This design comes from an exercise in tuning for small area on the open sky130 flow, not from production work. Where RTL was checked, it was by simulation tests only, not by an equivalence proof against the original.

== oak ==
Design ambient_light_brightness_tracker, start of the top module:
module ambient_light_brightness_tracker (
    input  logic                  aclk,
    input  logic                  aresetn,
    input  logic                  cfg_wr_en,
    input  logic [alb_pkg::CFG_IDX_W-1:0]  cfg_index,
    input  logic [alb_pkg::CFG_W-1:0]      cfg_wdata,
    input  logic                  s_valid,
    output logic                  s_ready,
    input  logic [alb_pkg::SAMPLE_W-1:0]   s_light_sample,
    output logic                  m_valid,
    input  logic                  m_ready,
    output logic signed [alb_pkg::LEVEL_W-1:0] m_level,
    output logic                  m_level_written,
    output logic signed [alb_pkg::LEVEL_W-1:0] m_target_level
);
make LEC_CHECK=0 ABC_AREA=1 CAP_MARGIN=20 CORE_MARGIN=2 CORE_UTILIZATION=40 PLACE_DENSITY=0.6 SLEW_MARGIN=20 finish   # period 7.0 ns
run.sh (not shown) runs the stock make flow with config.mk's settings and CLKGATE_MAP_FILE= SYNTH_SCRIPT=/design/flow/synth_recipe.tcl, a recipe that flattens the netlist after the stock synthesis.
oak: flow complete, layout not clean; failing: negative setup slack
Inputs modified between oak and pine:
-- flow/config.mk --
<<< oak, line 8
export ABC_AREA = 1
>>> pine, line 8
### Flow results
Non-clock buffer count was higher in oak than in pine.
The flip-flop and latch count of pine and that of oak are within noise of each other.
Final sum of negative setup slack: pine vs oak up 1.67 ns
Going from oak to pine, area of the core region grew by more than 10%.
Summary of pine over oak: setup slack rose 0.35 ns.
Of oak and pine, not a single run came through the flow clean.
Complete run, failing final checks: pine, reason negative setup slack.
Function was not checked in any run of this note: the RTL went through the layout flow alone.

* * *

job 8873:
ambient_light_brightness_tracker, a different RTL version from the one above (not shown whole).
Size: roughly 920 cells after synthesis, about 34 I/O pins, roughly 9100 sq um of cells after synthesis.
Settings: LEC_CHECK=0, ABC_AREA=1, CAP_MARGIN=20, CORE_MARGIN=2, CORE_UTILIZATION=40, CTS_BUF_LIST=sky130_fd_sc_hd__clkbuf_4 sky130_fd_sc_hd__clkbuf_8, PLACE_DENSITY=0.6, SLEW_MARGIN=20; clock period 7.0 ns.
Job 8873 completed end to end with timing, DRC and antenna clean.
## Diff of input files: job 7659 against job 8873
- CTS_BUF_LIST no longer set, was sky130_fd_sc_hd__clkbuf_4 sky130_fd_sc_hd__clkbuf_8
- ABC_AREA no longer set, was 1
==> notes.md <==
On delay of the slowest cell on the worst path, job 7659 and job 8873 are neck and neck. Summary of the comparison: met3 wire length is higher in job 7659, relative to job 8873. Delta (job 7659 minus job 8873): wire length higher; global-route wire length before repair +about 10%; total global-route track usage up 1.1 points.
[inputs] job 2384 vs job 7659
- putting ABC_AREA at 1 where nothing was set
--- outcome ---
- Job 2384 vs job 7659, number of vias per cell went down by about 6%.
- Sum of routed wire length over all layers ends up lower on job 2384.
- Re share of flip-flops with an asynchronous set or reset after synthesis: no difference whatsoever between job 7659 and job 2384.
- Comparing job 2384 and job 7659, the lower final worst-path setup slack is on job 2384.
- Compared with job 7659, job 2384 shows a higher sequential fraction of total cell area.
- On overall die area: job 2384 sits below job 7659.
- Comparing job 2384 and job 7659, routed wire length on met2 is higher on job 7659.
- Of job 2384 and job 7659, the lower area after synthesis belongs to job 2384.
- Summary of job 2384 over job 7659: global routing usage summed across all routing layers decreased by 0.98 points relative to the old numbers, signed area change from the synthesized netlist to the final layout +0.70 points.
Inputs modified between job 2384 and job 1754:
- an added CTS_BUF_LIST of sky130_fd_sc_hd__clkbuf_8
## What came out
Taking job 2384 as the reference, in job 1754 fill cell total of the finished layout rose 20, total routed wire length on the met1 layer about even. Final critical path time including I/O delays and setup: job 1754 better than job 2384. Job 1754 vs job 2384 on synthesis-to-finish area growth: job 1754 is the lower one. The final instance area in job 1754 sits 1.8% below the value recorded for job 2384. For achievable frequency, job 1754 and job 2384 come out practically identical.

* * *

juniper:
The RTL this note starts from:
==> flow/design.v <==
package alb_pkg;
    localparam int SAMPLE_W   = 10;     
    localparam int LEVEL_W    = 5;      
    localparam int CFG_W      = 4;      
    localparam int CFG_IDX_W  = 2;
    localparam int WINDOW_LEN = 10;
    localparam int SUM_W      = 14;     
endpackage
module alb_window (
    input  logic                          aclk,
    input  logic                          aresetn,
    input  logic                          upd,       
    input  logic [alb_pkg::SAMPLE_W-1:0]  in_sample,
    output logic [alb_pkg::SUM_W-1:0]     sum_m10
);
    localparam int N = alb_pkg::WINDOW_LEN;
    localparam int W = alb_pkg::SUM_W;
    logic [alb_pkg::SAMPLE_W-1:0] ent [N];    
    logic [3:0]                   cnt;        
    logic                         first;
    logic [W-1:0]                 op_b, op_c, csa_s, csa_c, sum_next;
    assign first = (cnt == 4'd0);
    assign op_b = first ? {3'b000, in_sample, 1'b0} : {4'b0000, in_sample};
    assign op_c = first ? {1'b0, in_sample, 3'b000} : ~{4'b0000, ent[N-1]};
    always_comb begin
        logic c;
        csa_s    = sum_m10 ^ op_b ^ op_c;
        csa_c    = {(sum_m10[W-2:0] & op_b[W-2:0]) | (sum_m10[W-2:0] & op_c[W-2:0]) | (op_b[W-2:0] & op_c[W-2:0]), !first};
        c        = 1'b0;
        for (int i = 0; i < W; i++) begin
            sum_next[i] = csa_s[i] ^ csa_c[i] ^ c;
            c           = (csa_s[i] & csa_c[i]) | (csa_s[i] & c) | (csa_c[i] & c);
        end
    end
    always_ff @(posedge aclk) begin
        if (upd) begin
            ent[0] <= in_sample;
            for (int i = 1; i < N - 1; i++) begin
                ent[i] <= ent[i-1];
            end
        end
        if (upd && (first || cnt == 4'(N))) begin
            ent[N-1] <= first ? in_sample : ent[N-2];
        end
    end
    always_ff @(posedge aclk) begin
        if (!aresetn) begin
            cnt     <= '0;
            sum_m10 <= 14'h3ff6;    
        end else if (upd) begin
            if (cnt != 4'(N)) begin
                cnt <= cnt + 4'd1;
            end
            sum_m10 <= sum_next;
        end
    end
endmodule
module alb_scale (
    input  logic                       aclk,
    input  logic                       aresetn,
    input  logic                       in_valid,
    output logic                       in_ready,
    input  logic [alb_pkg::SUM_W-1:0]  sum_m10,
    output logic                       out_valid,
    input  logic                       out_ready,
    input  logic [alb_pkg::CFG_W-1:0]  min_level,
    input  logic [alb_pkg::CFG_W-1:0]  max_level,
    output logic [alb_pkg::CFG_W-1:0]  target
);
    function automatic [4:0] div10_step(input [4:0] v);
        case (v)
            5'd10:   div10_step = {1'b1, 4'd0};
            5'd11:   div10_step = {1'b1, 4'd1};
            5'd12:   div10_step = {1'b1, 4'd2};
            5'd13:   div10_step = {1'b1, 4'd3};
            5'd14:   div10_step = {1'b1, 4'd4};
            5'd15:   div10_step = {1'b1, 4'd5};
            5'd16:   div10_step = {1'b1, 4'd6};
            5'd17:   div10_step = {1'b1, 4'd7};
            5'd18:   div10_step = {1'b1, 4'd8};
            5'd19:   div10_step = {1'b1, 4'd9};
            default: div10_step = {1'b0, v[3:0]};
        endcase
    endfunction
    function automatic [13:0] add14(input [13:0] a, input [13:0] b, input cin);
        logic c;
        c = cin;
        for (int i = 0; i < 14; i++) begin
            add14[i] = a[i] ^ b[i] ^ c;
            c        = (a[i] & b[i]) | (a[i] & c) | (b[i] & c);
        end
    endfunction
    logic        va_reg, vp_reg, adv;
    logic [9:0]  a, a_reg;
    logic [3:0]  d;
    logic        crossed;
    logic [13:0] p;
    logic [3:0]  p_hi_reg, p_lo_reg;
    logic        p_ones_reg;
    logic [3:0]  quot;
    assign adv      = !vp_reg || out_ready;
    assign in_ready = adv;
    always_comb begin
        logic [3:0] r;
        logic [4:0] o;
        r = sum_m10[13:10];
        for (int i = 9; i >= 0; i--) begin
            o    = div10_step({r, sum_m10[i]});
            a[i] = o[4];
            r    = o[3:0];
        end
    end
    always_comb begin
        logic b;
        b = 1'b0;
        for (int i = 0; i < 4; i++) begin
            d[i] = max_level[i] ^ min_level[i] ^ b;
            b    = (!max_level[i] & min_level[i]) | (!(max_level[i] ^ min_level[i]) & b);
        end
        crossed = b;
    end
    always_comb begin
        logic [13:0] acc;
        acc = d[0] ? 14'(a_reg) << 1 : 14'(a_reg);
        acc = add14(acc, d[1] ? 14'(a_reg) << 1 : 14'd0, 1'b0);
        acc = add14(acc, d[2] ? 14'(a_reg) << 2 : 14'd0, 1'b0);
        acc = add14(acc, d[3] ? 14'(a_reg) << 3 : 14'd0, 1'b0);
        p   = acc;
    end
    always_comb begin
        logic cc;
        cc = 1'b1;
        for (int i = 0; i < 4; i++) begin
            cc = (p_lo_reg[i] & p_hi_reg[i]) | (p_lo_reg[i] & cc) | (p_hi_reg[i] & cc);
        end
        cc = cc & p_ones_reg;
        for (int i = 0; i < 4; i++) begin
            quot[i] = p_hi_reg[i] ^ cc;
            cc      = cc & p_hi_reg[i];
        end
    end
    always_comb begin
        logic b;
        b = 1'b0;
        for (int i = 0; i < 4; i++) begin
            target[i] = max_level[i] ^ quot[i] ^ b;
            b         = (!max_level[i] & quot[i]) | (!(max_level[i] ^ quot[i]) & b);
        end
    end
    always_ff @(posedge aclk) begin
        if (!aresetn) begin
            va_reg <= 1'b0;
            vp_reg <= 1'b0;
        end else begin
            if (adv) begin
                va_reg <= in_valid;
                vp_reg <= va_reg;
            end
        end
    end
    always_ff @(posedge aclk) begin
        if (adv) begin
            a_reg <= crossed ? 10'h3ff : a;
        end
        if (adv) begin
            p_hi_reg   <= p[13:10];
            p_lo_reg   <= p[3:0];
            p_ones_reg <= &p[9:4];
        end
    end
    assign out_valid = vp_reg;
endmodule
module alb_level (
    input  logic [alb_pkg::CFG_W-1:0]  target,
    input  logic [alb_pkg::CFG_W-1:0]  level,
    output logic [alb_pkg::CFG_W-1:0]  level_next,
    output logic                       moved
);
    logic below;    
    always_comb begin
        logic b;
        b = 1'b0;
        for (int i = 0; i < 4; i++) begin
            b = (!target[i] & level[i]) | (!(target[i] ^ level[i]) & b);
        end
        below = b;
        moved = (target != level);
    end
    always_comb begin
        logic c;
        c = 1'b0;
        for (int i = 0; i < 4; i++) begin
            level_next[i] = level[i] ^ (i == 0 ? moved : below) ^ c;
            c             = (level[i] & (i == 0 ? moved : below)) | (level[i] & c) | ((i == 0 ? moved : below) & c);
        end
    end
endmodule
module ambient_light_brightness_tracker (
    input  logic                  aclk,
    input  logic                  aresetn,
    input  logic                  cfg_wr_en,
    input  logic [alb_pkg::CFG_IDX_W-1:0]  cfg_index,
    input  logic [alb_pkg::CFG_W-1:0]      cfg_wdata,
    input  logic                  s_valid,
    output logic                  s_ready,
    input  logic [alb_pkg::SAMPLE_W-1:0]   s_light_sample,
    output logic                  m_valid,
    input  logic                  m_ready,
    output logic signed [alb_pkg::LEVEL_W-1:0] m_level,
    output logic                  m_level_written,
    output logic signed [alb_pkg::LEVEL_W-1:0] m_target_level
);
    logic                        auto_enable;
    logic [alb_pkg::CFG_W-1:0]   manual_level, min_level, max_level;
    logic                        v1, r1, r2, upd;
    logic [alb_pkg::SUM_W-1:0]   sum_m10;
    logic [alb_pkg::CFG_W-1:0]   target, level_reg, level_next;
    logic                        moved;
    always_ff @(posedge aclk) begin
        if (!aresetn) begin
            auto_enable  <= 1'b1;
            manual_level <= 4'd8;
            min_level    <= 4'd0;
            max_level    <= 4'd15;
        end else if (cfg_wr_en) begin
            case (cfg_index)
                2'd0: auto_enable  <= cfg_wdata[0];
                2'd1: manual_level <= cfg_wdata;
                2'd2: min_level    <= cfg_wdata;
                2'd3: max_level    <= cfg_wdata;
                default: ;
            endcase
        end
    end
    assign r1      = r2;
    assign s_ready = r1;
    assign upd     = s_valid && r1 && auto_enable;
    alb_window u_window (
        .aclk      (aclk),
        .aresetn   (aresetn),
        .upd       (upd),
        .in_sample (s_light_sample),
        .sum_m10   (sum_m10)
    );
    alb_scale u_scale (
        .aclk      (aclk),
        .aresetn   (aresetn),
        .in_valid  (v1),
        .in_ready  (r2),
        .sum_m10   (sum_m10),
        .out_valid (m_valid),
        .out_ready (m_ready),
        .min_level (min_level),
        .max_level (max_level),
        .target    (target)
    );
    alb_level u_level (
        .target     (target),
        .level      (level_reg),
        .level_next (level_next),
        .moved      (moved)
    );
    always_ff @(posedge aclk) begin
        if (!aresetn) begin
            v1        <= 1'b0;
            level_reg <= '0;
        end else begin
            if (r1) begin
                v1 <= s_valid;
            end
            if (m_valid && m_ready && auto_enable) begin
                level_reg <= level_next;
            end
        end
    end
    assign m_level         = auto_enable ? {1'b0, level_next} : {1'b0, manual_level};
    assign m_level_written = auto_enable ? moved : 1'b1;
    assign m_target_level  = auto_enable ? {1'b0, target} : 5'd0;
endmodule
==> flow/config.mk <==
export PLATFORM = sky130hd
export DESIGN_NAME = ambient_light_brightness_tracker
export DESIGN_NICKNAME = ambient_light_brightness_tracker
export VERILOG_FILES = /design/flow/design.v
export SDC_FILE = /design/flow/constraint.sdc
export NUM_CORES = 4
export LEC_CHECK = 0
export ABC_AREA = 1
export CAP_MARGIN = 20
export CORE_MARGIN = 2
export CORE_UTILIZATION = 50
export CTS_BUF_LIST = sky130_fd_sc_hd__clkbuf_8
export PLACE_DENSITY = 0.7
export SLEW_MARGIN = 20
==> flow/constraint.sdc <==
create_clock -name core_clock -period 7.0 [get_ports {aclk}]
set_input_delay 1.4000 -clock core_clock [delete_from_list [all_inputs] [get_ports {aclk}]]
set_output_delay 1.4000 -clock core_clock [all_outputs]
set_load 0.01 [all_outputs]
standard.sh (not shown) runs the stock make flow with config.mk's settings and CLKGATE_MAP_FILE= SYNTH_SCRIPT=/design/flow/synth_recipe.tcl, a recipe that flattens the netlist after the stock synthesis.
==> flow/flow/run.sh <==
#!/bin/bash
# Standard layout, with three changes: ABC maps for area only (flow/abc_area.script
# replaces ORFS's abc_area.script in a copy of the ORFS scripts), the port
# buffers are the smallest buffer, and clock tree synthesis adds no dummy loads.
# Every tool's output goes to a log here.
set -euo pipefail
rm -rf scr
cp -r "$FLOW_HOME/scripts" scr
cp flow/abc_area.script scr/abc_area.script
bash standard.sh SCRIPTS_DIR="$PWD/scr" BUFFER_PORTS_ARGS="-buffer_cell sky130_fd_sc_hd__buf_1" \
    CTS_ARGS="-sink_clustering_enable -repair_clock_nets -buf_list sky130_fd_sc_hd__clkbuf_8 -dont_use_dummy_load" \
    > make_finish.log 2>&1
==> flow/flow/abc_area.script <==
strash
dch
map -a -B 0.9
strash
dch
map -a -B 0.9
topo
For pepper, these inputs were changed with respect to juniper:
--- a/flow/config.mk
+++ b/flow/config.mk
@@ -11 +11 @@
-export CORE_UTILIZATION = 50
+export CORE_UTILIZATION = 40
@@ -13 +13 @@
-export PLACE_DENSITY = 0.7
+export PLACE_DENSITY = 0.5
[summary]
juniper has a lower register-to-register path setup slack than pepper.
Summary of pepper over juniper: worst max-slew margin expressed relative to the limit increased 11 points, met2 wire length decreased 550 um.
Number of well taps went up by more than a quarter going from juniper to pepper.
Setup changes, pepper to quartz
--- a/flow/config.mk
+++ b/flow/config.mk
@@ -13 +13 @@
-export PLACE_DENSITY = 0.5
+export PLACE_DENSITY = 0.6
[summary]
Average wire per standard cell was lower in the run labelled quartz. Compared with pepper, quartz shows a higher routability-driven placement congestion ratio. The first-pass GRT wire length in quartz sits 0.57% below the value recorded for pepper. Diff pepper -> quartz | register-to-register slack | decrease of 210 ps. A critical-path cell with the highest stage delay of fa_2 is what pepper shows, while fa_1 belongs to quartz. Summary of quartz over pepper: final worst-path cycle share has increased, fill cell total of the finished layout has decreased, area after synthesis has remained practically unchanged, layout cell share with drive strength beyond 1 has increased, wire length has decreased.

==> separate check: timing with driven ports <==
In the flow no input, the clock included, has a driving cell. The finished layouts below were timed again as built, in two steps.
Step 1: set_driving_cell puts a clkbuf_16 on aclk and a buf_2 on each other input, an assumption about the parent block.
Step 2, shift: input delay + t, output delay - t, t = (earliest + latest rising clock arrival at the registers) / 2. This alone moves slack from input paths to output paths.
a / b / c = ideal / step 1 / step 2; a / b = the first two.
| run | t, ns | slack for setup (ns) | worst slew at a driven data input, ns |
|---|---|---|---|
| oak | 0.477 | -5.220 / -5.220 / -5.220 | 0.03 |
| pine | 0.451 | -4.873 / -4.873 / -4.873 | 0.03 |
| job 8873 | 0.491 | 0.205 / 0.205 / -0.227 | 0.04 |
| job 7659 | 0.470 | 0.276 / 0.276 / -0.132 | 0.03 |
| job 2384 | 0.469 | 0.197 / 0.197 / -0.075 | 0.04 |
| job 1754 | 0.491 | 0.205 / 0.205 / -0.227 | 0.04 |
| juniper | 0.463 | 0.176 / 0.176 / -0.203 | 0.04 |
| pepper | 0.466 | 0.279 / 0.279 / -0.163 | 0.03 |
| quartz | 0.459 | 0.065 / 0.065 / -0.147 | 0.04 |
With both steps, setup timing fails in 7 of these runs, where it was met with ideal ports. The setup slack of pepper, which loses most, moves by 0.000 ns with the drivers and by -0.442 ns with both steps.
